This is an optimization exercise on Yosys and OpenROAD, whose aim is small area and a short achievable clock period, not a production implementation. Only simulation tests tie the RTL to the original design; equivalence was not proved. Power is estimated from default activity; no workload was simulated.

==> design.v <==
module param_register_bank_ctl (
    input  logic valid_i,     
    input  logic en_i,        
    input  logic incdec_i,    
    input  logic dec_i,       
    input  logic shift_i,     
    input  logic r0_i,        
    output logic sel_z_o,     
    output logic sel_s_o,     
    output logic sel_f_o,     
    output logic sel_b_o,     
    output logic wrap0_o      
);
    logic idv;
    assign idv     = en_i & valid_i & incdec_i;
    assign sel_z_o = en_i & (~valid_i | ~(incdec_i | shift_i));
    assign sel_s_o = en_i & valid_i & shift_i;
    assign sel_f_o = idv & (r0_i ^ dec_i);
    assign sel_b_o = idv & ~(r0_i ^ dec_i);
    assign wrap0_o = en_i & ~valid_i & incdec_i & dec_i;
endmodule
module param_register_bank_and2 (
    input  logic a_i,
    input  logic b_i,
    output logic y_o
);
    assign y_o = a_i & b_i;
endmodule
module param_register_bank_xnor2 (
    input  logic a_i,
    input  logic b_i,
    output logic y_o
);
    assign y_o = ~(a_i ^ b_i);
endmodule
module param_register_bank_carry #(
    parameter int W = 32
) (
    input  logic [W-1:0] r_i,
    output logic [W:0]   u_o
);
    localparam int M = W - 1;         
    localparam int L = (M > 16) ? 5 : (M > 8) ? 4 : (M > 4) ? 3 : (M > 2) ? 2 : 1;   
    logic [M-1:0] p [L+1];            
    for (genvar j = 0; j < M; j++) begin : g_e
        param_register_bank_xnor2 u_x (.a_i(r_i[j+1]), .b_i(r_i[j]), .y_o(p[0][j]));
    end
    for (genvar l = 0; l < L; l++) begin : g_lvl
        for (genvar j = 0; j < M; j++) begin : g_node
            if (((j >> l) & 1) == 1) begin : g_and
                param_register_bank_and2 u_a (
                    .a_i(p[l][j]), .b_i(p[l][((j >> l) << l) - 1]), .y_o(p[l+1][j])
                );
            end else begin : g_pass
                assign p[l+1][j] = p[l][j];
            end
        end
    end
    assign u_o[0] = 1'b1;
    assign u_o[1] = 1'b1;
    for (genvar i = 2; i <= W; i++) begin : g_u
        assign u_o[i] = p[L][i-2];
    end
endmodule
module param_register_bank_bits #(
    parameter int W = 32
) (
    input  logic [W-1:0] r_i,
    input  logic [W-1:0] u_i,
    input  logic         sel_z_i,
    input  logic         sel_s_i,
    input  logic         sel_f_i,
    input  logic         sel_b_i,
    input  logic [W-1:0] zval_i,      
    output logic [W-1:0] d_o
);
    always_comb begin
        for (int i = 0; i < W; i++) begin
            if (sel_z_i || (sel_s_i && i < 8))
                d_o[i] = zval_i[i];
            else if (sel_s_i)
                d_o[i] = r_i[(i >= 8) ? i - 8 : 0];
            else if (i == 0)
                d_o[i] = r_i[i] ^ (sel_f_i | sel_b_i);
            else
                d_o[i] = r_i[i] ^ (sel_f_i & u_i[i]);
        end
    end
endmodule
module param_register_bank_hit #(
    parameter int N = 16,
    parameter int S = 5
) (
    input  logic [S-1:0] sel_i,
    output logic [N-1:0] hit_o
);
    always_comb begin
        for (int k = 0; k < N; k++) hit_o[k] = (sel_i == S'(k));
    end
endmodule
module param_register_bank_aoi22 #(
    parameter int W = 32
) (
    input  logic [W-1:0] a0_i,
    input  logic [W-1:0] b0_i,
    input  logic [W-1:0] a1_i,
    input  logic [W-1:0] b1_i,
    output logic [W-1:0] y_o
);
    assign y_o = ~((a0_i & b0_i) | (a1_i & b1_i));
endmodule
module param_register_bank_nand2 #(
    parameter int W = 32
) (
    input  logic [W-1:0] a_i,
    input  logic [W-1:0] b_i,
    output logic [W-1:0] y_o
);
    assign y_o = ~(a_i & b_i);
endmodule
module param_register_bank_nor2 #(
    parameter int W = 32
) (
    input  logic [W-1:0] a_i,
    input  logic [W-1:0] b_i,
    output logic [W-1:0] y_o
);
    assign y_o = ~(a_i | b_i);
endmodule
module param_register_bank_mux #(
    parameter int W = 32
) (
    input  logic [16*W-1:0] d_i,     
    input  logic [15:0]     hit_i,
    output logic [W-1:0]    q_o
);
    logic [W-1:0] t [8];    
    logic [W-1:0] s [4];    
    logic [W-1:0] v [2];    
    for (genvar j = 0; j < 8; j++) begin : g_t
        param_register_bank_aoi22 #(.W(W)) u_aoi (
            .a0_i({W{hit_i[2*j]}}), .b0_i(d_i[2*j*W+:W]),
            .a1_i({W{hit_i[2*j+1]}}), .b1_i(d_i[(2*j+1)*W+:W]), .y_o(t[j])
        );
    end
    for (genvar m = 0; m < 4; m++) begin : g_s
        param_register_bank_nand2 #(.W(W)) u_nand (.a_i(t[2*m]), .b_i(t[2*m+1]), .y_o(s[m]));
    end
    for (genvar n = 0; n < 2; n++) begin : g_v
        param_register_bank_nor2 #(.W(W)) u_nor (.a_i(s[2*n]), .b_i(s[2*n+1]), .y_o(v[n]));
    end
    param_register_bank_nand2 #(.W(W)) u_out (.a_i(v[0]), .b_i(v[1]), .y_o(q_o));
endmodule
module param_register_bank_selreg #(
    parameter int N = 16
) (
    input  logic         clk_i,
    input  logic         rst_i,
    input  logic [N-1:0] d_i,
    output logic [N-1:0] q_o
);
    always_ff @(posedge clk_i or posedge rst_i) begin
        if (rst_i) q_o <= '0;
        else       q_o <= d_i;
    end
endmodule
module param_register_bank #(
    parameter int unsigned DATA_WIDTH = 32,
    parameter int unsigned NUM_REGS   = 16,
    parameter int unsigned SEL_WIDTH  = 5,
    parameter int unsigned OUT_REG    = 1,
    parameter int unsigned SATURATE   = 0
) (
    input  logic                  clk_i,
    input  logic                  rst_i,
    input  logic [DATA_WIDTH-1:0] data_i,
    input  logic [NUM_REGS-1:0]   reg_sel_i,
    input  logic [2:0]            fun_sel_i,
    input  logic [SEL_WIDTH-1:0]  out_a_sel_i,
    input  logic [SEL_WIDTH-1:0]  out_b_sel_i,
    output logic [DATA_WIDTH-1:0] out_a_o,
    output logic [DATA_WIDTH-1:0] out_b_o,
    output logic [NUM_REGS-1:0]   valid_mask_o,
    output logic                  wrap_pulse_o
);
    localparam int W = DATA_WIDTH;
    localparam int N = NUM_REGS;
    logic [W-1:0]   regs_q [N];    
    logic [N*W-1:0] regs_flat;     
    logic [N-1:0]   mask_q;        
    logic [N-1:0]   valid;         
    logic [N-1:0]   en;            
    logic [N-1:0]   wrap_hit;
    logic           wrap_q;
    logic op_dec, op_incdec, op_shift;
    assign op_incdec = (fun_sel_i[2:1] == 2'b00);
    assign op_dec    = ~fun_sel_i[0];
    assign op_shift  = (fun_sel_i == 3'b110);
    logic [W-1:0] zval;
    always_comb begin
        unique case (fun_sel_i)
            3'b000: zval = '1;
            3'b001: zval = W'(1);
            3'b010: zval = data_i;
            3'b011: zval = '0;
            3'b100: zval = W'(data_i[7:0]);
            3'b101: zval = W'(data_i[15:0]);
            3'b110: zval = W'(data_i[7:0]);
            3'b111: zval = W'($signed(data_i[15:0]));
        endcase
    end
    for (genvar k = 0; k < N; k++) begin : g_reg
        logic         sel_z, sel_s, sel_f, sel_b, wrap0;
        logic [W:0]   u;
        logic [W-1:0] d;
        assign valid[k] = mask_q[N-1-k];
        assign en[k]    = reg_sel_i[N-1-k];
        assign regs_flat[k*W+:W] = regs_q[k];
        param_register_bank_ctl u_ctl (
            .valid_i(valid[k]), .en_i(en[k]), .incdec_i(op_incdec), .dec_i(op_dec),
            .shift_i(op_shift), .r0_i(regs_q[k][0]), .sel_z_o(sel_z), .sel_s_o(sel_s),
            .sel_f_o(sel_f), .sel_b_o(sel_b), .wrap0_o(wrap0)
        );
        param_register_bank_carry #(.W(W)) u_carry (.r_i(regs_q[k]), .u_o(u));
        param_register_bank_bits #(.W(W)) u_bits (
            .r_i(regs_q[k]), .u_i(u[W-1:0]), .sel_z_i(sel_z), .sel_s_i(sel_s),
            .sel_f_i(sel_f), .sel_b_i(sel_b), .zval_i(zval), .d_o(d)
        );
        assign wrap_hit[k] = (sel_f & u[W]) | wrap0;
        always_ff @(posedge clk_i) regs_q[k] <= d;
    end
    localparam int Q = W / 4;
    logic [N-1:0] hit_a, hit_b, rd_a_d, rd_b_d;
    param_register_bank_hit #(.N(N), .S(SEL_WIDTH)) u_hit_a (.sel_i(out_a_sel_i), .hit_o(hit_a));
    param_register_bank_hit #(.N(N), .S(SEL_WIDTH)) u_hit_b (.sel_i(out_b_sel_i), .hit_o(hit_b));
    assign rd_a_d = hit_a & (valid | en);
    assign rd_b_d = hit_b & (valid | en);
    for (genvar q = 0; q < 4; q++) begin : g_quarter
        logic [N*Q-1:0] d;    
        logic [N-1:0]   rd_a, rd_b;
        for (genvar k = 0; k < N; k++) begin : g_d
            assign d[k*Q+:Q] = regs_q[k][q*Q+:Q];
        end
        param_register_bank_selreg #(.N(N)) u_sel_a (.clk_i, .rst_i, .d_i(rd_a_d), .q_o(rd_a));
        param_register_bank_selreg #(.N(N)) u_sel_b (.clk_i, .rst_i, .d_i(rd_b_d), .q_o(rd_b));
        param_register_bank_mux #(.W(Q)) u_mux_a (.d_i(d), .hit_i(rd_a), .q_o(out_a_o[q*Q+:Q]));
        param_register_bank_mux #(.W(Q)) u_mux_b (.d_i(d), .hit_i(rd_b), .q_o(out_b_o[q*Q+:Q]));
    end
    always_ff @(posedge clk_i or posedge rst_i) begin
        if (rst_i) begin
            mask_q <= '0;
            wrap_q <= 1'b0;
        end else begin
            mask_q <= mask_q | reg_sel_i;
            wrap_q <= |wrap_hit;
        end
    end
    assign valid_mask_o = mask_q;
    assign wrap_pulse_o = wrap_q;
endmodule
==> flow/run.sh <==
#!/bin/bash
# Layout flow: the standard ORFS flow (standard.sh) in two calls with extra don't-use cells.
# - Synthesis also avoids the logic cells above drive strength 1 (dont_use_synth.txt), so
#   that the netlist starts small and the repair steps upsize only what timing needs.
# - Port buffers are buf_4 rather than the smallest buffer.
# - Every step avoids the slow wide OR/NOR and delay cells; dont_use.txt lists the
#   platform's own don't-use cells followed by the added ones.
# make's full output goes to flow_synth.log and flow_make.log; each ORFS step keeps its own
# log under orfs/logs/.
set -euo pipefail
here="$(cd "$(dirname "${BASH_SOURCE[0]}")" && pwd)"
dont_use="$(tr '\n' ' ' < "$here/dont_use.txt")"
dont_use_synth="$dont_use $(tr '\n' ' ' < "$here/dont_use_synth.txt")"
bash standard.sh "DONT_USE_CELLS=$dont_use_synth" synth > flow_synth.log 2>&1
bash standard.sh "DONT_USE_CELLS=$dont_use" "BUFFER_PORTS_ARGS=-buffer_cell sky130_fd_sc_hd__buf_4" finish > flow_make.log 2>&1
==> flow/dont_use.txt <==
sky130_fd_sc_hd__lpflow_bleeder_1
sky130_fd_sc_hd__lpflow_clkbufkapwr_1
sky130_fd_sc_hd__lpflow_clkbufkapwr_16
sky130_fd_sc_hd__lpflow_clkbufkapwr_2
sky130_fd_sc_hd__lpflow_clkbufkapwr_4
sky130_fd_sc_hd__lpflow_clkbufkapwr_8
sky130_fd_sc_hd__lpflow_clkinvkapwr_1
sky130_fd_sc_hd__lpflow_clkinvkapwr_16
sky130_fd_sc_hd__lpflow_clkinvkapwr_2
sky130_fd_sc_hd__lpflow_clkinvkapwr_4
sky130_fd_sc_hd__lpflow_clkinvkapwr_8
sky130_fd_sc_hd__lpflow_decapkapwr_12
sky130_fd_sc_hd__lpflow_decapkapwr_3
sky130_fd_sc_hd__lpflow_decapkapwr_4
sky130_fd_sc_hd__lpflow_decapkapwr_6
sky130_fd_sc_hd__lpflow_decapkapwr_8
sky130_fd_sc_hd__lpflow_inputiso0n_1
sky130_fd_sc_hd__lpflow_inputiso0p_1
sky130_fd_sc_hd__lpflow_inputiso1n_1
sky130_fd_sc_hd__lpflow_inputiso1p_1
sky130_fd_sc_hd__lpflow_inputisolatch_1
sky130_fd_sc_hd__lpflow_isobufsrc_1
sky130_fd_sc_hd__lpflow_isobufsrc_16
sky130_fd_sc_hd__lpflow_isobufsrc_2
sky130_fd_sc_hd__lpflow_isobufsrc_4
sky130_fd_sc_hd__lpflow_isobufsrc_8
sky130_fd_sc_hd__lpflow_isobufsrckapwr_16
sky130_fd_sc_hd__lpflow_lsbuf_lh_hl_isowell_tap_1
sky130_fd_sc_hd__lpflow_lsbuf_lh_hl_isowell_tap_2
sky130_fd_sc_hd__lpflow_lsbuf_lh_hl_isowell_tap_4
sky130_fd_sc_hd__lpflow_lsbuf_lh_isowell_4
sky130_fd_sc_hd__lpflow_lsbuf_lh_isowell_tap_1
sky130_fd_sc_hd__lpflow_lsbuf_lh_isowell_tap_2
sky130_fd_sc_hd__lpflow_lsbuf_lh_isowell_tap_4
sky130_fd_sc_hd__probe_p_8
sky130_fd_sc_hd__probec_p_8
sky130_fd_sc_hd__a2111o_1
sky130_fd_sc_hd__a2111o_2
sky130_fd_sc_hd__a2111o_4
sky130_fd_sc_hd__a2111oi_0
sky130_fd_sc_hd__a2111oi_1
sky130_fd_sc_hd__a2111oi_2
sky130_fd_sc_hd__a2111oi_4
sky130_fd_sc_hd__clkdlybuf4s15_1
sky130_fd_sc_hd__clkdlybuf4s15_2
sky130_fd_sc_hd__clkdlybuf4s18_1
sky130_fd_sc_hd__clkdlybuf4s18_2
sky130_fd_sc_hd__clkdlybuf4s25_1
sky130_fd_sc_hd__clkdlybuf4s25_2
sky130_fd_sc_hd__clkdlybuf4s50_1
sky130_fd_sc_hd__clkdlybuf4s50_2
sky130_fd_sc_hd__dlygate4sd1_1
sky130_fd_sc_hd__dlygate4sd2_1
sky130_fd_sc_hd__dlygate4sd3_1
sky130_fd_sc_hd__dlymetal6s2s_1
sky130_fd_sc_hd__dlymetal6s4s_1
sky130_fd_sc_hd__dlymetal6s6s_1
sky130_fd_sc_hd__nor4_1
sky130_fd_sc_hd__nor4_2
sky130_fd_sc_hd__nor4_4
sky130_fd_sc_hd__nor4b_1
sky130_fd_sc_hd__nor4b_2
sky130_fd_sc_hd__nor4b_4
sky130_fd_sc_hd__nor4bb_1
sky130_fd_sc_hd__nor4bb_2
sky130_fd_sc_hd__nor4bb_4
sky130_fd_sc_hd__o2111a_1
sky130_fd_sc_hd__o2111a_2
sky130_fd_sc_hd__o2111a_4
sky130_fd_sc_hd__o2111ai_1
sky130_fd_sc_hd__o2111ai_2
sky130_fd_sc_hd__o2111ai_4
sky130_fd_sc_hd__or3_1
sky130_fd_sc_hd__or3_2
sky130_fd_sc_hd__or3_4
sky130_fd_sc_hd__or3b_1
sky130_fd_sc_hd__or3b_2
sky130_fd_sc_hd__or3b_4
sky130_fd_sc_hd__or4_1
sky130_fd_sc_hd__or4_2
sky130_fd_sc_hd__or4_4
sky130_fd_sc_hd__or4b_1
sky130_fd_sc_hd__or4b_2
sky130_fd_sc_hd__or4b_4
sky130_fd_sc_hd__or4bb_1
sky130_fd_sc_hd__or4bb_2
sky130_fd_sc_hd__or4bb_4
==> flow/dont_use_synth.txt <==
sky130_fd_sc_hd__a2111o_2
sky130_fd_sc_hd__a2111o_4
sky130_fd_sc_hd__a2111oi_2
sky130_fd_sc_hd__a2111oi_4
sky130_fd_sc_hd__a211o_2
sky130_fd_sc_hd__a211o_4
sky130_fd_sc_hd__a211oi_2
sky130_fd_sc_hd__a211oi_4
sky130_fd_sc_hd__a21bo_2
sky130_fd_sc_hd__a21bo_4
sky130_fd_sc_hd__a21boi_2
sky130_fd_sc_hd__a21boi_4
sky130_fd_sc_hd__a21o_2
sky130_fd_sc_hd__a21o_4
sky130_fd_sc_hd__a21oi_2
sky130_fd_sc_hd__a21oi_4
sky130_fd_sc_hd__a221o_2
sky130_fd_sc_hd__a221o_4
sky130_fd_sc_hd__a221oi_2
sky130_fd_sc_hd__a221oi_4
sky130_fd_sc_hd__a22o_2
sky130_fd_sc_hd__a22o_4
sky130_fd_sc_hd__a22oi_2
sky130_fd_sc_hd__a22oi_4
sky130_fd_sc_hd__a2bb2o_2
sky130_fd_sc_hd__a2bb2o_4
sky130_fd_sc_hd__a2bb2oi_2
sky130_fd_sc_hd__a2bb2oi_4
sky130_fd_sc_hd__a311o_2
sky130_fd_sc_hd__a311o_4
sky130_fd_sc_hd__a311oi_2
sky130_fd_sc_hd__a311oi_4
sky130_fd_sc_hd__a31o_2
sky130_fd_sc_hd__a31o_4
sky130_fd_sc_hd__a31oi_2
sky130_fd_sc_hd__a31oi_4
sky130_fd_sc_hd__a32o_2
sky130_fd_sc_hd__a32o_4
sky130_fd_sc_hd__a32oi_2
sky130_fd_sc_hd__a32oi_4
sky130_fd_sc_hd__a41o_2
sky130_fd_sc_hd__a41o_4
sky130_fd_sc_hd__a41oi_2
sky130_fd_sc_hd__a41oi_4
sky130_fd_sc_hd__and2_2
sky130_fd_sc_hd__and2_4
sky130_fd_sc_hd__and2b_2
sky130_fd_sc_hd__and2b_4
sky130_fd_sc_hd__and3_2
sky130_fd_sc_hd__and3_4
sky130_fd_sc_hd__and3b_2
sky130_fd_sc_hd__and3b_4
sky130_fd_sc_hd__and4_2
sky130_fd_sc_hd__and4_4
sky130_fd_sc_hd__and4b_2
sky130_fd_sc_hd__and4b_4
sky130_fd_sc_hd__and4bb_2
sky130_fd_sc_hd__and4bb_4
sky130_fd_sc_hd__bufbuf_16
sky130_fd_sc_hd__bufbuf_8
sky130_fd_sc_hd__bufinv_16
sky130_fd_sc_hd__bufinv_8
sky130_fd_sc_hd__fa_2
sky130_fd_sc_hd__fa_4
sky130_fd_sc_hd__ha_2
sky130_fd_sc_hd__ha_4
sky130_fd_sc_hd__inv_12
sky130_fd_sc_hd__inv_16
sky130_fd_sc_hd__inv_2
sky130_fd_sc_hd__inv_4
sky130_fd_sc_hd__inv_6
sky130_fd_sc_hd__inv_8
sky130_fd_sc_hd__maj3_2
sky130_fd_sc_hd__maj3_4
sky130_fd_sc_hd__mux2_2
sky130_fd_sc_hd__mux2_4
sky130_fd_sc_hd__mux2_8
sky130_fd_sc_hd__mux2i_2
sky130_fd_sc_hd__mux2i_4
sky130_fd_sc_hd__mux4_2
sky130_fd_sc_hd__mux4_4
sky130_fd_sc_hd__nand2_2
sky130_fd_sc_hd__nand2_4
sky130_fd_sc_hd__nand2_8
sky130_fd_sc_hd__nand2b_2
sky130_fd_sc_hd__nand2b_4
sky130_fd_sc_hd__nand3_2
sky130_fd_sc_hd__nand3_4
sky130_fd_sc_hd__nand3b_2
sky130_fd_sc_hd__nand3b_4
sky130_fd_sc_hd__nand4_2
sky130_fd_sc_hd__nand4_4
sky130_fd_sc_hd__nand4b_2
sky130_fd_sc_hd__nand4b_4
sky130_fd_sc_hd__nand4bb_2
sky130_fd_sc_hd__nand4bb_4
sky130_fd_sc_hd__nor2_2
sky130_fd_sc_hd__nor2_4
sky130_fd_sc_hd__nor2_8
sky130_fd_sc_hd__nor2b_2
sky130_fd_sc_hd__nor2b_4
sky130_fd_sc_hd__nor3_2
sky130_fd_sc_hd__nor3_4
sky130_fd_sc_hd__nor3b_2
sky130_fd_sc_hd__nor3b_4
sky130_fd_sc_hd__nor4_2
sky130_fd_sc_hd__nor4_4
sky130_fd_sc_hd__nor4b_2
sky130_fd_sc_hd__nor4b_4
sky130_fd_sc_hd__nor4bb_2
sky130_fd_sc_hd__nor4bb_4
sky130_fd_sc_hd__o2111a_2
sky130_fd_sc_hd__o2111a_4
sky130_fd_sc_hd__o2111ai_2
sky130_fd_sc_hd__o2111ai_4
sky130_fd_sc_hd__o211a_2
sky130_fd_sc_hd__o211a_4
sky130_fd_sc_hd__o211ai_2
sky130_fd_sc_hd__o211ai_4
sky130_fd_sc_hd__o21a_2
sky130_fd_sc_hd__o21a_4
sky130_fd_sc_hd__o21ai_2
sky130_fd_sc_hd__o21ai_4
sky130_fd_sc_hd__o21ba_2
sky130_fd_sc_hd__o21ba_4
sky130_fd_sc_hd__o21bai_2
sky130_fd_sc_hd__o21bai_4
sky130_fd_sc_hd__o221a_2
sky130_fd_sc_hd__o221a_4
sky130_fd_sc_hd__o221ai_2
sky130_fd_sc_hd__o221ai_4
sky130_fd_sc_hd__o22a_2
sky130_fd_sc_hd__o22a_4
sky130_fd_sc_hd__o22ai_2
sky130_fd_sc_hd__o22ai_4
sky130_fd_sc_hd__o2bb2a_2
sky130_fd_sc_hd__o2bb2a_4
sky130_fd_sc_hd__o2bb2ai_2
sky130_fd_sc_hd__o2bb2ai_4
sky130_fd_sc_hd__o311a_2
sky130_fd_sc_hd__o311a_4
sky130_fd_sc_hd__o311ai_2
sky130_fd_sc_hd__o311ai_4
sky130_fd_sc_hd__o31a_2
sky130_fd_sc_hd__o31a_4
sky130_fd_sc_hd__o31ai_2
sky130_fd_sc_hd__o31ai_4
sky130_fd_sc_hd__o32a_2
sky130_fd_sc_hd__o32a_4
sky130_fd_sc_hd__o32ai_2
sky130_fd_sc_hd__o32ai_4
sky130_fd_sc_hd__o41a_2
sky130_fd_sc_hd__o41a_4
sky130_fd_sc_hd__o41ai_2
sky130_fd_sc_hd__o41ai_4
sky130_fd_sc_hd__or2_2
sky130_fd_sc_hd__or2_4
sky130_fd_sc_hd__or2b_2
sky130_fd_sc_hd__or2b_4
sky130_fd_sc_hd__or3_2
sky130_fd_sc_hd__or3_4
sky130_fd_sc_hd__or3b_2
sky130_fd_sc_hd__or3b_4
sky130_fd_sc_hd__or4_2
sky130_fd_sc_hd__or4_4
sky130_fd_sc_hd__or4b_2
sky130_fd_sc_hd__or4b_4
sky130_fd_sc_hd__or4bb_2
sky130_fd_sc_hd__or4bb_4
sky130_fd_sc_hd__sedfxbp_2
sky130_fd_sc_hd__sedfxtp_2
sky130_fd_sc_hd__sedfxtp_4
sky130_fd_sc_hd__xnor2_2
sky130_fd_sc_hd__xnor2_4
sky130_fd_sc_hd__xnor3_2
sky130_fd_sc_hd__xnor3_4
sky130_fd_sc_hd__xor2_2
sky130_fd_sc_hd__xor2_4
sky130_fd_sc_hd__xor3_2
sky130_fd_sc_hd__xor3_4
==> standard.sh <==
#!/bin/bash
# synth_recipe.tcl (not shown) runs the flow's synth.tcl, then flattens the netlist and writes it again
# the make line also repeats each setting of config.mk as NAME=value (left out here)
make -C /OpenROAD-flow-scripts/flow DESIGN_CONFIG=/design/flow/config.mk WORK_HOME=/design/flow/orfs CLKGATE_MAP_FILE= SYNTH_SCRIPT=/design/flow/synth_recipe.tcl "${@:-finish}"
==> config.mk <==
export PLATFORM = sky130hd
export DESIGN_NAME = param_register_bank
export DESIGN_NICKNAME = param_register_bank
export VERILOG_FILES = /design/flow/design.v
export SDC_FILE = /design/flow/constraint.sdc
export NUM_CORES = 4
export LEC_CHECK = 0
export CAP_MARGIN = 20
export CORE_MARGIN = 2
export CORE_UTILIZATION = 55
export PLACE_DENSITY = 0.7
export SETUP_SLACK_MARGIN = 2.7
export SLEW_MARGIN = 20
export SYNTH_HIERARCHICAL = 1
export TNS_END_PERCENT = 5
==> constraint.sdc <==
create_clock -name core_clock -period 6.0 [get_ports {clk_i}]
set_input_delay 1.2000 -clock core_clock [delete_from_list [all_inputs] [get_ports {clk_i}]]
set_output_delay 1.2000 -clock core_clock [all_outputs]
set_load 0.01 [all_outputs]
==> out/metrics.cfg, run 1 <==
[drt]
vias = 45540
drt_iter0_markers = 7076
dr.pass1.iters = 6
detail-route-antenna-nets = 0
drc = 0
wl_per_cell_um = 25.01
viasPerCell = 6.251
wl_um = 182200

[worst_setup_path]
worstPathRequired_ps = 4800
criticalPathCategory = register to primary output
r2r-end = wrap_q
crit_end = out_a_o[8]
reg2reg_setup_slack_ps = 2660
critPathLaunchType = register
reg2reg_depth = 9
crit_fanout = 6
cp-end-kind = primary output
critical_path.startpoint = regs_q[12][8]
reg2reg_from = regs_q[0][0]
cp.arrival_ps = 2330

[floorplanning]
dieHeight_um = 302.8
dieArea_um2 = 91670
pin_count = 144
die_x_um = 302.8
start_util_pct = 55.55
coreArea_um2 = 88370
rows = 109

[timing]
hold_viol = 0
slew_headroom_pct = 21.53
maxSlewViolCount = 0
worst_pin_slew_ps = 1177
finalCritPeriodShare_pct = 58.75
fin_crit_ps = 3525
setup_total_negative_slack_ps = 0
setup_viol = 0
hold_ws_ps = 629.4
final.setup_skew_ps = 25.39
rsz0062_at_grt = true
max_freq_mhz = 283.7

[synthesis]
yosysWarnings = 19
syn_nets = 6262
synth_cells = 6199
syn_avg_cell_area_um2 = 7.920
synthesis.area_um2 = 49100

[placed_design]
place_hpwl_um = 141500
place_area_um2 = 48600
io_buffers = 143
place_congestion = 0.9974
place_inst = 7136

[global_route]
antenna_found_initial = 7
grt_pass1_vias = 40710
grt_max_degree = 33
grtUsageTotal_pct = 38.52
overflow = 0
grt_first_pass_wirelength_um = 264100

[clock_tree]
clkSlewWorstSetupHoldPaths_ps = 60
cts_htree_levels = 3
holdBufCountCts = 0
cts_tree = yes
clock-sinks = 657
clockBufferDepth = 3
cts_root_buf = clkbuf_16
insertion_delay_ps = 640
cts_buffers = 76

[layout]
instances_no_fill = 7286
syn_to_final_growth_pct = 4.450
nets = 6116
final_common_cell = and2_1
fillers = 8231
mostFrequentLayoutCells = and2_1 (1249), nand2_1 (833), xnor2_1 (528), a22oi_1 (520), dfxtp_1 (512)
final_area_um2 = 51280
final_util_pct = 58.03
drive_gt1_share_pct = 6.230

[pwr]
power_density_nw_per_um2 = 315.3
leakage_uw = 0.01997
ir_worst_vdd_uv = 187.2

[worst_hold_path]
worst_hold_path_type = register to register

[run]
maxCapViolCount = 0

[outcome]
status = timing/DRC/antenna clean

==> critical path, stage by stage, from the launching register on <==
cell and delay, ps:
dfxtp_1 450, a22oi_1 260, nand2_1 160, nor2_1 320, nand2_1 270, buf_4 220
==> state kept, by name (all words and copies together) (netlist names) <==
name / cells
g_quarter.u_sel_b.q_o: 64
wrap_q: 1
g_quarter.u_sel_a.q_o: 64
regs_q: 512
mask_q: 16
==> layout make-up <==
type | instances | area [um2] | area share, %
Antenna cell | 5 | 12.51 | 0.02440
Clock buffer | 120 | 2312 | 4.509
Clock inverter | 21 | 211.5 | 0.4123
Inverter | 45 | 172.7 | 0.3367
Multi-Input combinational cell | 5040 | 31670 | 61.76
Sequential cell | 657 | 13880 | 27.06
Tap cell | 1165 | 1458 | 2.843
Timing Repair Buffer | 233 | 1567 | 3.055
==> timing repair <==
| action | 4_1_cts | 5_1_grt |
|---|---|---|
| setup endpoints to repair | 165 | 475 |
| pin swaps | 0 | 1 |
| endpoints found under the hold margin | 0 | 0 |
| setup buffers | 0 | 4 |
| gates resized for setup | 5 | 20 |
==> worst min path at each step <==
stage	start	end	cells after the start	slack (ps)
final	regs_q[5][2]	regs_q[5][10]	2	630
after global routing	regs_q[5][2]	regs_q[5][10]	2	640
after CTS	regs_q[5][2]	regs_q[5][10]	2	620
after detailed placement	regs_q[12][15]	regs_q[12][23]	2	610
after global placement	regs_q[12][2]	regs_q[12][10]	2	610
after floorplan	regs_q[11][3]	regs_q[11][11]	2	560
==> routing by layer <==
layer / share of wire, % / GRT usage, % / vias to the layer above
met5: 0.027 / 0 / -
met1: 43 / 56.98 / 21450
li1: - / - / 20600
met4: 5.3 / 18.33 / 6
met2: 38 / 50.66 / 2992
met3: 14 / 10.78 / 495
==> report_power, final <==
part | internal, uW | total, uW | switching, uW
combinational | 2260 | 4490 | 2230
clock | 2780 | 4790 | 2010
sequential | 5070 | 6890 | 1820
==> stage by stage <==
stage | total power [uW] | worst slack (ps)
finish | 16170 | 2475
global route | 16810 | 2535
CTS | 15940 | 2560
detailed placement | 11190 | 1860
global placement | 11060 | 1829
floorplan | 9926 | 2760
==> inputs of run 2 (changes only) <==
--- a/config.mk
+++ b/config.mk
@@ -9,5 +9,5 @@
 export CORE_MARGIN = 2
-export CORE_UTILIZATION = 55
-export PLACE_DENSITY = 0.7
-export SETUP_SLACK_MARGIN = 2.7
+export CORE_UTILIZATION = 50
+export PLACE_DENSITY = 0.65
+export SETUP_SLACK_MARGIN = 3.0
 export SLEW_MARGIN = 20
==> out/metrics.cfg, run 2 <==
[pwr]
switching_power_uw = 6226  ; +2.9%
leakage_uw = 0.02013  ; +0.82%
pwr-share-seq_pct = 42.5  ; about the same
power_frac_comb_pct = 28.3  ; +0.5 points
pwr-share-clk_pct = 29.3  ; -0.3 points
p_int_uw = 10170  ; +0.52%
ir_worst_vdd_uv = 228.8  ; +22%
power_density_nw_per_um2 = 311.4  ; -1.2%
netSwitchingFraction_pct = 37.98  ; +0.55 points

[placed_design]
io_buffers = 143  ; unchanged
post-place-ws_ps = 1582  ; -277.9 ps
place_inst = 7253  ; +1.6%
place_hpwl_um = 145000  ; +2.5%
place_congestion = 1.029  ; +3.2%

[worst_setup_path]
reg2reg_setup_slack_ps = 2810  ; +150 ps
critPathTopFamily = flip-flops
cp-end-kind = primary output
crit_end = out_a_o[8]
crit_path_cell_trace = buf_1 -> a22oi_2 -> nand2_2 -> nor2_4 -> nand2_4 -> buf_4
reg2reg_depth = 9  ; unchanged
critical_path_buf_inv_count = 2  ; +1
critical_path.startpoint = g_quarter[1].u_sel_a.q_o[12]
crit_fanout = 8  ; +2
cp.depth = 6  ; +1
criticalPathCategory = register to primary output
critPathLaunchType = register
worstPathRequired_ps = 4800  ; about the same
cpPeakStageDelay_ps = 480  ; +30 ps
reg2reg_from = regs_q[7][1]
cp.arrival_ps = 2050  ; -280 ps
r2r-end = regs_q[7][31]
cp_slowest_cell = dfrtp_2

[floorplanning]
rows = 114  ; +4.6%
die_x_um = 317.4  ; +4.8%
dieArea_um2 = 100700  ; +9.9%
dieHeight_um = 317.4  ; +4.8%
start_util_pct = 50.62  ; -4.9 points
pin_count = 144  ; unchanged
coreArea_um2 = 96990  ; +9.8%

[synthesis]
synth_cells = 6199  ; unchanged
yosysWarnings = 19  ; unchanged
synthesis.area_um2 = 49100  ; unchanged
syn_avg_cell_area_um2 = 7.920  ; unchanged
syn_nets = 6262  ; unchanged

[drt]
drc = 0  ; unchanged
wl_um = 190900  ; +4.7%
dr.pass1.iters = 7  ; +1
vias = 45620  ; +0.16%
detail-route-antenna-nets = 0  ; unchanged
wl_per_cell_um = 25.68  ; +2.7%
viasPerCell = 6.137  ; -1.8%
drt_iter0_markers = 6569  ; -7.2%

[clock_tree]
cts_root_buf = clkbuf_16
clock-sinks = 657  ; unchanged
clockBufferDepth = 3  ; unchanged
cts_tree = yes
insertion_delay_ps = 650  ; about the same
clkSlewWorstSetupHoldPaths_ps = 70  ; about the same
cts_htree_levels = 3  ; unchanged
cts_buffers = 76  ; unchanged
holdBufCountCts = 0  ; unchanged

[timing]
max_freq_mhz = 307.6  ; +8.4%
finalCritPeriodShare_pct = 54.18  ; -4.6 points
rsz0062_at_grt = true
fin_crit_ps = 3251  ; -274.4 ps
final.setup_skew_ps = 24.22  ; -1.171 ps
maxSlewViolCount = 0  ; unchanged
worst_pin_slew_ps = 1235  ; +57.64 ps
hold_viol = 0  ; unchanged
hold_ws_ps = 631.2  ; +1.845 ps
setup_viol = 0  ; unchanged
slew_headroom_pct = 17.48  ; -4.0 points
setup_total_negative_slack_ps = 0  ; unchanged
setup_ws_ps = 2749  ; +274.4 ps

[layout]
reg_top3 = regs_q (512), g_quarter.u_sel_a.q_o (64), g_quarter.u_sel_b.q_o (64)
seq_area_um2 = 13910  ; +0.23%
multiInputGateArea_um2 = 32670  ; +3.2%
final_common_cell = and2_1
drive_gt1_share_pct = 10.48  ; +4.3 points
mostFrequentLayoutCells = and2_1 (1246), nand2_1 (769), xnor2_1 (527), dfxtp_1 (506), xor2_1 (496)
instances_no_fill = 7433  ; +2.0%
largest_register_ffs = 512  ; unchanged
nets = 6146  ; +0.49%
fillers = 9210  ; +12%
syn_to_final_growth_pct = 7.243
top_register = regs_q

[global_route]
grtUsageTotal_pct = 36.50  ; -2.0 points
grt_max_degree = 34  ; +3.0%
grt_first_pass_wirelength_um = 272700  ; +3.2%
antenna_found_initial = 12  ; +5
grt_pass1_vias = 40690  ; -0.056%
overflow = 0  ; unchanged

[worst_hold_path]
worst_hold_path_type = register to register

[outcome]
status = timing/DRC/antenna clean

[run]
maxCapViolCount = 0  ; unchanged

-- run 2: timing repair --
action,in CTS,in global routing
gates cloned,0,7
hold endpoints to repair,0,0
resized for setup,264,83
setup buffers,2,19
pin swaps,48,7
setup endpoints to repair,562,572
-- run 2: worst register-to-register path: stages (launching register included) --
cell and delay, ps:
dfxtp_1 560, xnor2_1 180, and2_1 180, and2_1 220, and2_1 330, and2_2 420
and2_1 200, nand2_1 60, xor2_1 230, a221oi_1 640
-- run 2: worst min path at each step --
stage | endpoint | from | slack, ps | depth (start not counted)
final | regs_q[8][15] | regs_q[8][7] | 630 | 2
after global routing | regs_q[8][23] | regs_q[8][15] | 650 | 2
after CTS | regs_q[2][22] | regs_q[2][14] | 610 | 2
after detailed placement | regs_q[2][10] | regs_q[2][2] | 620 | 2
after global placement | regs_q[8][11] | regs_q[8][3] | 600 | 2
after floorplan | regs_q[11][11] | regs_q[11][3] | 560 | 2
-- run 2: per-layer routing --
layer / track usage, % / up-vias / part of all wire, %
met1: 54.23 / 21560 / 43
li1: - / 20690 / -
met3: 9.619 / 437 / 14
met2: 49.14 / 2929 / 38
met5: 0 / - / 0
met4: 14.96 / 0 / 4.7
-- run 2: area by class of cell --
type	instances	area share (%)
antenna	13	0.06179
clock buffer	120	4.311
clock inverter	19	0.4325
inverter	45	0.3636
multi-input combinational	5044	62.04
sequential	657	26.42
tap	1276	3.032
timing repair buffer	256	3.294
timing repair inverter	3	0.04277
-- run 2: per-stage QoR --
step	total power [uW]	util, %	instance area (um2)
2_1_floorplan	9926	-	49100
3_3_place_gp	11150	50.28	48770
3_5_place_dp	11270	50.29	48780
4_1_cts	16120	53.78	52160
5_1_grt	17070	54.26	52630
6_report	16390	54.28	52650
-- run 2: power by group through the flow --
stage	Sequential, uW	Combinational [uW]	Clock (uW)
floorplan	6220	3700	0
global route	7020	5050	5000
global placement	6910	4250	0
detailed placement	6930	4350	0
CTS	6850	4460	4810
finish	6960	4640	4800
==> inputs of run 3 (changes only) <==
--- a/config.mk
+++ b/config.mk
@@ -11,3 +11,3 @@
 export PLACE_DENSITY = 0.65
-export SETUP_SLACK_MARGIN = 3.0
+export SETUP_SLACK_MARGIN = 3.2
 export SLEW_MARGIN = 20
==> out/metrics.cfg, run 3 <==
[timing]
worst_pin_slew_ps = 1246  ; +11.00 ps
final.setup_skew_ps = 29.91  ; +5.690 ps
fin_crit_ps = 3200  ; -50.84 ps
setup_viol = 0  ; unchanged
finalCritPeriodShare_pct = 53.33  ; -0.85 points
slew_headroom_pct = 16.75  ; -0.74 points
max_freq_mhz = 312.5  ; +1.6%
rsz0062_at_grt = true
hold_viol = 0  ; unchanged
setup_total_negative_slack_ps = 0  ; unchanged
maxSlewViolCount = 0  ; unchanged

[layout]
fillers = 9109  ; -1.1%
drive_gt1_share_pct = 16.47  ; +6.0 points
syn_to_final_growth_pct = 10.75
largest_register_ffs = 512  ; unchanged
top_register = regs_q
instances_no_fill = 7467  ; +0.46%
mostFrequentLayoutCells = and2_1 (1221), nand2_1 (720), xnor2_1 (528), xor2_1 (496), a21oi_1 (480)
reg_top3 = regs_q (512), g_quarter.u_sel_a.q_o (64), g_quarter.u_sel_b.q_o (64)
nets = 6176  ; +0.49%
final_common_cell = and2_1

[synthesis]
syn_nets = 6262  ; unchanged
yosysWarnings = 19  ; unchanged
synthesis.area_um2 = 49100  ; unchanged
synth_cells = 6199  ; unchanged
syn_avg_cell_area_um2 = 7.920  ; unchanged

[worst_hold_path]
worst_hold_startpoint = regs_q[15][1]
holdPathEnd = regs_q[15][9]
worst_hold_path_type = register to register
min_path_cells = 2  ; unchanged

[worst_setup_path]
crit_fanout = 8  ; unchanged
cp.arrival_ps = 2000  ; -50 ps
reg2reg_setup_slack_ps = 2970  ; +160 ps
critical_path.startpoint = g_quarter[0].u_sel_b.q_o[12]
reg2reg_depth = 10  ; +1
reg2reg_from = regs_q[0][1]
r2r-end = regs_q[0][31]
cp-end-kind = primary output
worstPathRequired_ps = 4800  ; about the same
criticalPathCategory = register to primary output
critPathLaunchType = register

[pwr]
leakage_uw = 0.02038  ; +1.2%
ir_worst_vdd_uv = 203.9  ; -11%
power_density_nw_per_um2 = 309.3  ; -0.66%

[run]
maxCapViolCount = 0  ; unchanged

[global_route]
overflow = 0  ; unchanged
grt_pass1_vias = 41090  ; +0.98%
grt_max_degree = 40  ; +18%
antenna_found_initial = 17  ; +5
grt_first_pass_wirelength_um = 283000  ; +3.8%
grtUsageTotal_pct = 38.15  ; +1.6 points

[floorplanning]
start_util_pct = 50.62  ; unchanged
rows = 114  ; unchanged
pin_count = 144  ; unchanged
dieArea_um2 = 100700  ; unchanged
dieHeight_um = 317.4  ; unchanged
die_x_um = 317.4  ; unchanged
coreArea_um2 = 96990  ; unchanged

[clock_tree]
clkSlewWorstSetupHoldPaths_ps = 60  ; about the same
cts_tree = yes
cts_buffers = 80  ; +5.3%
clock-sinks = 657  ; unchanged
insertion_delay_ps = 660  ; about the same
clockBufferDepth = 3  ; unchanged
cts_htree_levels = 3  ; unchanged
cts_root_buf = clkbuf_16

[placed_design]
io_buffers = 143  ; unchanged
place_congestion = 1.019  ; -1.0%
place_hpwl_um = 148500  ; +2.4%
place_inst = 7248  ; -0.069%

[drt]
drc = 0  ; unchanged
wl_per_cell_um = 26.64  ; +3.8%
dr.pass1.iters = 7  ; unchanged
wl_um = 198900  ; +4.2%
drt_iter0_markers = 6335  ; -3.6%
detail-route-antenna-nets = 0  ; unchanged
viasPerCell = 6.208  ; +1.2%
vias = 46360  ; +1.6%

[outcome]
status = timing/DRC/antenna clean

## run 3: power breakdown
group          switching, uW  internal [uW]
registers               1960           5090
logic                   2380           2390
clock network           2070           2940
total                   6410          10400
## run 3: critical path, cell delays in order, from the launching register on
cell     delay [ps]
dfrtp_2         490
a22oi_2         200
nand2_1         150
nor2_2          200
nand2_1         140
buf_4           170
## run 3: how the worst max path moves through the flow
stage,to,depth (start not counted),slack (ps)
5_1_grt,out_a_o[10],5,2820
4_1_cts,out_b_o[22],5,2850
3_3_place_gp,regs_q[10][31],9,1390
3_5_place_dp,regs_q[10][31],9,1420
6_report,out_b_o[4],5,2800
2_1_floorplan,regs_q[0][11],8,3250
## run 3: area by class of cell
cell class	instances	area (um2)	area share (%)
multi-input cells	5042	33740	62.06
flip-flops and latches	657	14030	25.81
clock buffers	126	2491	4.582
repair buffers	279	2016	3.707
well taps	1276	1597	2.936
inverters	45	214.0	0.3935
clock inverters	23	190.2	0.3498
repair inverters	8	60.06	0.1105
diodes	11	27.53	0.05062
## run 3: repair_timing
action	4_1_cts	5_1_grt
gates cloned	7	3
hold buffers	0	0
gates resized for setup	466	287
setup buffers	21	28
pin swaps	131	70
setup endpoints to repair	577	549
## run 3: metal layers
layer / up-vias / part of all wire, % / global-route usage [%]
met1: 22060 / 42 / 56.64
met2: 2998 / 38 / 50.57
li1: 20770 / - / -
met3: 521 / 14 / 10.60
met4: 8 / 5.3 / 16.54
met5: - / 0.027 / 0
## run 3: through the flow
step           setup WS (ps)  total power, uW  cell area, um2  utilization (%)  hold WS [ps]
4_1_cts                 2848            16470           53190            54.84         599.9
2_1_floorplan           3246             9927           49110                -         560.8
5_1_grt                 2822            17500           54350            56.04         620.9
3_5_place_dp            1417            11310           48790            50.30         606.1
3_3_place_gp            1390            11190           48750            50.26         596.5
6_report                2800            16820           54370            56.06         600.8
==> inputs of run 4 (changes only) <==
--- a/config.mk
+++ b/config.mk
@@ -9,5 +9,5 @@
 export CORE_MARGIN = 2
-export CORE_UTILIZATION = 50
-export PLACE_DENSITY = 0.65
-export SETUP_SLACK_MARGIN = 3.2
+export CORE_UTILIZATION = 45
+export PLACE_DENSITY = 0.6
+export SETUP_SLACK_MARGIN = 3.0
 export SLEW_MARGIN = 20
==> out/metrics.cfg, run 4 <==
[pwr]
p_int_uw = 10170  ; -2.3%
pwr-share-seq_pct = 42.6  ; +0.7 points
leakage_uw = 0.02018  ; -0.98%
power_frac_comb_pct = 28.1  ; -0.3 points
power_density_nw_per_um2 = 310.5  ; +0.39%
switching_power_uw = 6260  ; -2.3%
pwr-share-clk_pct = 29.3  ; -0.5 points
total_power_uw = 16430  ; -2.3%
ir_worst_vdd_uv = 217.7  ; +6.7%
netSwitchingFraction_pct = 38.09  ; about the same

[layout]
drive_gt1_share_pct = 11.41  ; -5.1 points
syn_to_final_growth_pct = 7.788
nets = 6149  ; -0.44%
instances_no_fill = 7569  ; +1.4%
top_register = regs_q
final_common_cell = and2_1
mostFrequentLayoutCells = and2_1 (1242), nand2_1 (773), xnor2_1 (528), dfxtp_1 (497), xor2_1 (495)
largest_register_ffs = 512  ; unchanged
reg_top3 = regs_q (512), g_quarter.u_sel_a.q_o (64), g_quarter.u_sel_b.q_o (64)

[drt]
wl_um = 195300  ; -1.8%
drc = 0  ; unchanged
vias = 45510  ; -1.8%
detail-route-antenna-nets = 0  ; unchanged
viasPerCell = 6.012  ; -3.2%
wl_per_cell_um = 25.80  ; -3.1%
drt_iter0_markers = 6379  ; +0.69%
dr.pass1.iters = 6  ; -1

[clock_tree]
cts_tree = yes
cts_buffers = 78  ; -2.5%
cts_htree_levels = 3  ; unchanged
insertion_delay_ps = 650  ; about the same
clkSlewWorstSetupHoldPaths_ps = 60  ; about the same
clockBufferDepth = 3  ; unchanged
clock-sinks = 657  ; unchanged
cts_root_buf = clkbuf_16

[global_route]
antenna_found_initial = 13  ; -4
grtUsageTotal_pct = 33.43  ; -4.7 points
grt_pass1_vias = 39760  ; -3.2%
overflow = 0  ; unchanged
grt_max_degree = 47  ; +18%
grt_first_pass_wirelength_um = 277000  ; -2.1%

[worst_setup_path]
crit_fanout = 8  ; unchanged
reg2reg_from = regs_q[2][1]
critPathLaunchType = register
cp-end-kind = primary output
criticalPathCategory = register to primary output
cp_slowest_cell = dfrtp_2
crit_path_cell_trace = a22oi_1 -> nand2_1 -> nor2_4 -> nand2_2 -> buf_4
critical_path.startpoint = g_quarter[2].u_sel_a.q_o[12]
cpPeakStageDelay_ps = 460  ; -30 ps
reg2reg_depth = 9  ; -1
critPathTopFamily = simple AND/OR/NAND/NOR gates
cp.arrival_ps = 2070  ; +70 ps
worstPathRequired_ps = 4800  ; about the same
cp.depth = 5  ; unchanged
critical_path_buf_inv_count = 1  ; unchanged

[synthesis]
synthesis.area_um2 = 49100  ; unchanged
syn_avg_cell_area_um2 = 7.920  ; unchanged
yosysWarnings = 19  ; unchanged
syn_nets = 6262  ; unchanged
synth_cells = 6199  ; unchanged

[worst_hold_path]
min_path_cells = 2  ; unchanged
worst_hold_path_type = register to register
worst_hold_startpoint = regs_q[1][0]

[timing]
final.setup_skew_ps = 23.95  ; -5.964 ps
maxSlewViolCount = 0  ; unchanged
hold_ws_ps = 624.6  ; +23.76 ps
finalCritPeriodShare_pct = 54.45  ; +1.1 points
slew_headroom_pct = 23.39  ; +6.6 points
fin_crit_ps = 3267  ; +67.03 ps
worst_pin_slew_ps = 1145  ; -101.0 ps
setup_total_negative_slack_ps = 0  ; unchanged
setup_viol = 0  ; unchanged
rsz0062_at_grt = true
max_freq_mhz = 306.1  ; -2.1%
hold_viol = 0  ; unchanged
setup_ws_ps = 2733  ; -67.03 ps

[placed_design]
place_congestion = 0.9896  ; -2.8%
io_buffers = 143  ; unchanged
place_inst = 7379  ; +1.8%
place_hpwl_um = 148200  ; -0.22%
post-place-ws_ps = 1799  ; +381.8 ps

[run]
maxCapViolCount = 0  ; unchanged

[outcome]
status = timing/DRC/antenna clean

[floorplanning]
dieArea_um2 = 111800  ; +11%
dieHeight_um = 334.3  ; +5.3%
rows = 121  ; +6.1%
start_util_pct = 45.23  ; -5.4 points
pin_count = 144  ; unchanged
die_x_um = 334.3  ; +5.3%
coreArea_um2 = 108600  ; +12%

==> run 4: final timing paths <==
kind | endpoint | slack [ps]
setup / recovery | out_a_o[20] | 2730
hold / removal | regs_q[1][8] | 620
setup reg to reg | wrap_q | 2890
hold reg to reg | regs_q[1][8] | 620
max in group asynchronous | mask_q[12] | 4050
min in group asynchronous | g_quarter[1].u_sel_a.q_o[7] | 820
==> run 4: area by class of cell <==
class                   count  area (um2)
diodes                      5       12.51
clock buffers             123        2306
clock inverters            21       202.7
fillers                 10570       55630
inverters                  45       195.2
multi-input cells        5040       32720
flip-flops and latches    657       13950
well taps                1414        1769
repair buffers            264        1758
==> run 4: per-stage QoR <==
step,instance area [um2],utilization (%)
floorplan,49100,-
global placement,48920,45.07
detailed placement,48920,45.07
CTS,51900,47.82
global route,52910,48.74
finish,52920,48.75
==> run 4: what timing repair did <==
action	in CTS	in global routing
setup endpoints to repair	563	569
gates resized for setup	152	242
pin swaps	12	42
buffers inserted	3	38
hold buffers	0	0
==> run 4: worst register-to-register path: stages (launching register included) <==
cell     delay [ps]
dfxtp_1         540
xnor2_1         190
and2_1          190
and2_1          200
and2_1          300
and2_1          540
and2_1          440
a22oi_1         240
and4_1          320
nand4_1          90
==> run 4: power by group through the flow <==
stage | registers (uW) | clock network, uW | logic [uW]
3_3_place_gp | 6970 | 0 | 4270
6_report | 7010 | 4810 | 4620
2_1_floorplan | 6220 | 0 | 3700
4_1_cts | 6880 | 4830 | 4430
3_5_place_dp | 6970 | 0 | 4350
5_1_grt | 7060 | 4990 | 5040
==> run 4: layer usage <==
metal / vias up / share of wire [%] / routed length [um] / track usage (%)
met3: 425 / 13 / 25230 / 9.208
met2: 2751 / 39 / 75810 / 45.15
li1: 20650 / - / - / -
met5: - / 0.025 / 49 / 0
met4: 6 / 4.4 / 8632 / 13.29
met1: 21670 / 44 / 85570 / 49.32

port drivers added, routing unchanged:
Ports are ideal in the flow. The routed layouts listed here were re-timed in OpenROAD. Step 1 (the two cells are an assumption about what drives the block):
set clk [get_ports {clk_i}]
set_driving_cell -lib_cell sky130_fd_sc_hd__clkbuf_16 $clk
set_driving_cell -lib_cell sky130_fd_sc_hd__buf_2 [delete_from_list [all_inputs] $clk]
Step 2 times the ports against the registers' clock, not the clock port: input delays grow and output delays shrink by t, the midpoint of the rising clock arrivals with the driver on. Three values: ideal ports, drivers, drivers and shift; two values: the first two.
run | shift t [ns] | slack for setup (ns) | worst setup path after step 2
run 1 | 0.694 | 2.475 / 2.410 / 2.044 | input to register
run 2 | 0.708 | 2.749 / 2.682 / 2.162 | input to register
run 3 | 0.716 | 2.800 / 2.729 / 2.201 | input to register
run 4 | 0.714 | 2.733 / 2.657 / 2.077 | input to register
After both steps every run listed still meets setup and hold. The setup slack of run 4, which loses most, moves by -0.076 ns with the drivers and by -0.656 ns with both steps.
